Source: an optimization exercise on an open RTL-to-GDS flow (aim: small area). Production flows keep margins and buffers that such runs may drop.
The RTL was checked by simulation tests, not by an equivalence proof against the original design.
No driver is modelled on the clock port, so clocking that relies on it looks cheaper here than on a real chip.
Power figures rest on the tool's default switching activity, not on a simulated workload.

## conv3x3_window_gen
module conv3x3_window_gen #(
  parameter int DATA_W = 128,
  parameter int ROW_W  = 12,
  parameter int ROW_H  = 12
) (
  input  logic                    clk,
  input  logic                    rst,
  input  logic                    in_valid,
  input  logic [DATA_W-1:0]       in_data,
  input  logic [DATA_W-1:0]       row1_data,
  input  logic [DATA_W-1:0]       row2_data,
  output logic                    out_valid,
  output logic [9*DATA_W-1:0]     out_window,
  output logic [$clog2(ROW_H)-1:0] out_row,
  output logic [$clog2(ROW_W)-1:0] out_col,
  output logic                    frame_done,
  output logic                    stream_err
);
export LEC_CHECK = 0
export CAP_MARGIN = 20
export CORE_AREA = 117 117 333 333
export DIE_AREA = 0 0 450 450
export SLEW_MARGIN = 20
create_clock -name core_clock -period 5.0 [get_ports {clk}]
standard.sh (not shown) runs the stock make flow with config.mk's settings and CLKGATE_MAP_FILE= SYNTH_SCRIPT=/design/flow/synth_recipe.tcl, a recipe that flattens the netlist after the stock synthesis.
==> flow/flow/run.sh <==
#!/bin/bash
# Standard ORFS layout with the smallest port buffers and a
# clock tree of mid-size clock buffers without dummy loads.
set -euo pipefail
export BUFFER_PORTS_ARGS="-buffer_cell sky130_fd_sc_hd__buf_1"
export CTS_ARGS="-sink_clustering_enable -repair_clock_nets -dont_use_dummy_load -apply_ndr none -buf_list sky130_fd_sc_hd__clkbuf_8 -sink_clustering_size 18 -sink_clustering_max_diameter 50"
bash standard.sh > standard.log 2>&1
The baseline reached the layout checks and failed them: antenna violations.
Next try:
==> flow/flow/run.sh (replaced) <==
#!/bin/bash
# Standard ORFS layout with the smallest port buffers, pins one routing track apart and a
# clock tree of mid-size clock buffers without dummy loads.
set -euo pipefail
export BUFFER_PORTS_ARGS="-buffer_cell sky130_fd_sc_hd__buf_1"
export PLACE_PINS_ARGS="-min_distance 1 -min_distance_in_tracks"
export CTS_ARGS="-sink_clustering_enable -repair_clock_nets -dont_use_dummy_load -apply_ndr none -buf_list sky130_fd_sc_hd__clkbuf_8 -sink_clustering_size 19 -sink_clustering_max_diameter 50"
bash standard.sh > standard.log 2>&1
CORE_AREA = 38.76 38.76 242.76 242.76   (was 117 117 333 333)
DIE_AREA = 0 0 281.52 281.52   (was 0 0 450 450)
The new run finished clean.
Sequential power hardly moves.
Clock-buffer cell count is lower by 6.
Wire length goes down by well over a third.
First-iteration DRC count falls by a few percent.
Die area falls by well over a third.
Flip-flop and latch count stays the same.
Power came out lower by a few percent.
Clock power is lower by a few percent.
Next try:
==> flow/flow/run.sh (replaced) <==
#!/bin/bash
# Standard ORFS layout with the smallest port buffers and a
# clock tree of mid-size clock buffers without dummy loads.
set -euo pipefail
export BUFFER_PORTS_ARGS="-buffer_cell sky130_fd_sc_hd__buf_1"
export CTS_ARGS="-sink_clustering_enable -repair_clock_nets -dont_use_dummy_load -apply_ndr none -buf_list sky130_fd_sc_hd__clkbuf_8 -sink_clustering_size 18 -sink_clustering_max_diameter 50"
bash standard.sh > standard.log 2>&1
CORE_AREA = 109 109 341 341   (was 38.76 38.76 242.76 242.76)
DIE_AREA = 0 0 450 450   (was 0 0 281.52 281.52)
The new run passed the timing, design-rule and antenna checks.
Final cell count rises by about 4.3%.
Via count goes up by about 6%.
Flip-flop and latch count does not change.
Core utilization falls by 17 points.
Global-route usage fell by 9.6 points.
Worst setup slack is worse by 0.22 ns.
Sequential share of layout area fell by 0.69 points.
Non-clock buffer count is unchanged.
Wire length increases by 100%.
Next try:
==> flow/flow/run.sh (replaced) <==
#!/bin/bash
# Standard ORFS layout with the smallest port buffers, pins one routing track apart and a
# clock tree of mid-size clock buffers without dummy loads.
set -euo pipefail
export BUFFER_PORTS_ARGS="-buffer_cell sky130_fd_sc_hd__buf_1"
export PLACE_PINS_ARGS="-min_distance 1 -min_distance_in_tracks"
export CTS_ARGS="-sink_clustering_enable -repair_clock_nets -dont_use_dummy_load -apply_ndr none -buf_list sky130_fd_sc_hd__clkbuf_8 -sink_clustering_size 18 -sink_clustering_max_diameter 50"
bash standard.sh > standard.log 2>&1
CORE_AREA = 38.76 38.76 242.76 242.76   (was 109 109 341 341)
DIE_AREA = 0 0 281.52 281.52   (was 0 0 450 450)
After rerunning: The new run completed without violations; clock-buffer cell count shrinks by 7; worst setup slack gains 0.24 ns; clock skew shrinks by 0.011 ns.
Next try:
==> flow/flow/run.sh (replaced) <==
#!/bin/bash
# Standard ORFS layout with the smallest port buffers, pins one routing track apart and a
# clock tree of mid-size clock buffers without dummy loads, each buffer then sized down as far
# as the register clock-pin slew target allows (flow/post_cts.tcl).
set -euo pipefail
export BUFFER_PORTS_ARGS="-buffer_cell sky130_fd_sc_hd__buf_1"
export PLACE_PINS_ARGS="-min_distance 1 -min_distance_in_tracks"
export CTS_ARGS="-sink_clustering_enable -repair_clock_nets -dont_use_dummy_load -apply_ndr none -buf_list sky130_fd_sc_hd__clkbuf_8 -sink_clustering_size 18 -sink_clustering_max_diameter 50"
export POST_CTS_TCL="$PWD/flow/post_cts.tcl"
export CLK_SLEW_TARGET=0.108
bash standard.sh > standard.log 2>&1
==> flow/flow/post_cts.tcl (new file) <==
# Size the clock tree's buffers down to the smallest clkbuf that keeps every register clock
# pin's slew (placement estimate) under CLK_SLEW_TARGET.
proc ck_pin_slew {pins} {
  set w 0
  foreach p $pins {
    foreach a {slew_max_rise slew_max_fall} {
      set s [get_property $p $a]
      if {$s > $w} { set w $s }
    }
  }
  return $w
}
proc ck_size_tree {target} {
  set sizes {sky130_fd_sc_hd__clkbuf_2 sky130_fd_sc_hd__clkbuf_4 sky130_fd_sc_hd__clkbuf_8 sky130_fd_sc_hd__clkbuf_16}
  set all_ck [get_pins -hierarchical */CLK]
  set leaves {}
  set inner {}
  foreach inst [get_cells clkbuf_*] {
    if {![string match "sky130_fd_sc_hd__clkbuf_*" [get_property $inst ref_name]]} { continue }
    set net [get_nets -of_objects [get_pins -of_objects $inst -filter "direction==output"]]
    set sinks [get_pins -of_objects $net -filter "direction==input"]
    set ff {}
    foreach p $sinks { if {[get_property $p name] eq "CLK"} { lappend ff $p } }
    if {[llength $ff] > 0} { lappend leaves [list $inst $ff] } else { lappend inner $inst }
  }
  # leaves: each one's own registers
  foreach l $leaves {
    lassign $l inst ff
    set orig [get_property $inst ref_name]
    set best [lindex $sizes end]
    foreach m $sizes {
      replace_cell $inst $m
      estimate_parasitics -placement
      if {[ck_pin_slew $ff] <= $target} { set best $m; break }
    }
    replace_cell $inst $best
  }
  estimate_parasitics -placement
  # inner buffers: all registers
  set limit [expr {max($target, [ck_pin_slew $all_ck])}]
  foreach inst $inner {
    set orig [get_property $inst ref_name]
    set best $orig
    foreach m $sizes {
      if {$m eq $orig} { break }
      replace_cell $inst $m
      estimate_parasitics -placement
      if {[ck_pin_slew $all_ck] <= $limit} { set best $m; break }
    }
    replace_cell $inst $best
    estimate_parasitics -placement
  }
  puts "clock tree sized: [llength $leaves] leaves, [llength $inner] inner, worst clock pin slew [ck_pin_slew $all_ck]"
}
ck_size_tree $::env(CLK_SLEW_TARGET)
CORE_AREA = 32 32 248 248   (was 38.76 38.76 242.76 242.76)
DIE_AREA = 0 0 280 280   (was 0 0 281.52 281.52)
After rerunning: The changed run finished with timing, DRC and antenna clean. Hold slack is worse by 0.11 ns. Sequential share of layout area is lower by 8.4 points. Synthesized area does not change. Clock skew went up by 0.093 ns.

-- re-timing with driven ports --
Ports are ideal in the flow. The routed layouts listed here were re-timed in OpenROAD.
Step 1 (the two cells are an assumption about what drives the block):
set clk [get_ports {clk}]
set_driving_cell -lib_cell sky130_fd_sc_hd__clkbuf_16 $clk
set_driving_cell -lib_cell sky130_fd_sc_hd__buf_2 [delete_from_list [all_inputs] $clk]
Step 2, shift: input delay + t, output delay - t, t = (earliest + latest rising clock arrival at the registers) / 2. This alone moves slack from input paths to output paths.
Slacks: no drivers / after step 1 / after step 2; pairs: no drivers / after step 1.
run | t (ns) | setup slack, ns | worst hold slack (ns) | worst setup path after step 2 | clock arrival spread, ns
the first run | 0.753 | 1.886 / 1.806 / 2.559 | 0.267 / 0.302 / 0.302 | register to output | 0.062 / 0.062
the second run | 0.738 | 2.317 / 2.242 / 2.979 | 0.318 / 0.336 / 0.336 | register to output | 0.051 / 0.051
the third run | 0.750 | 2.093 / 2.016 / 2.767 | 0.273 / 0.303 / 0.303 | register to output | 0.054 / 0.055
the fourth run | 0.754 | 2.333 / 2.256 / 3.010 | 0.279 / 0.288 / 0.327 | register to output | 0.043 / 0.043
the fifth run | 1.174 | 1.899 / 1.840 / 2.921 | 0.171 / 0.175 / 0.272 | input to register | 0.138 / 0.138
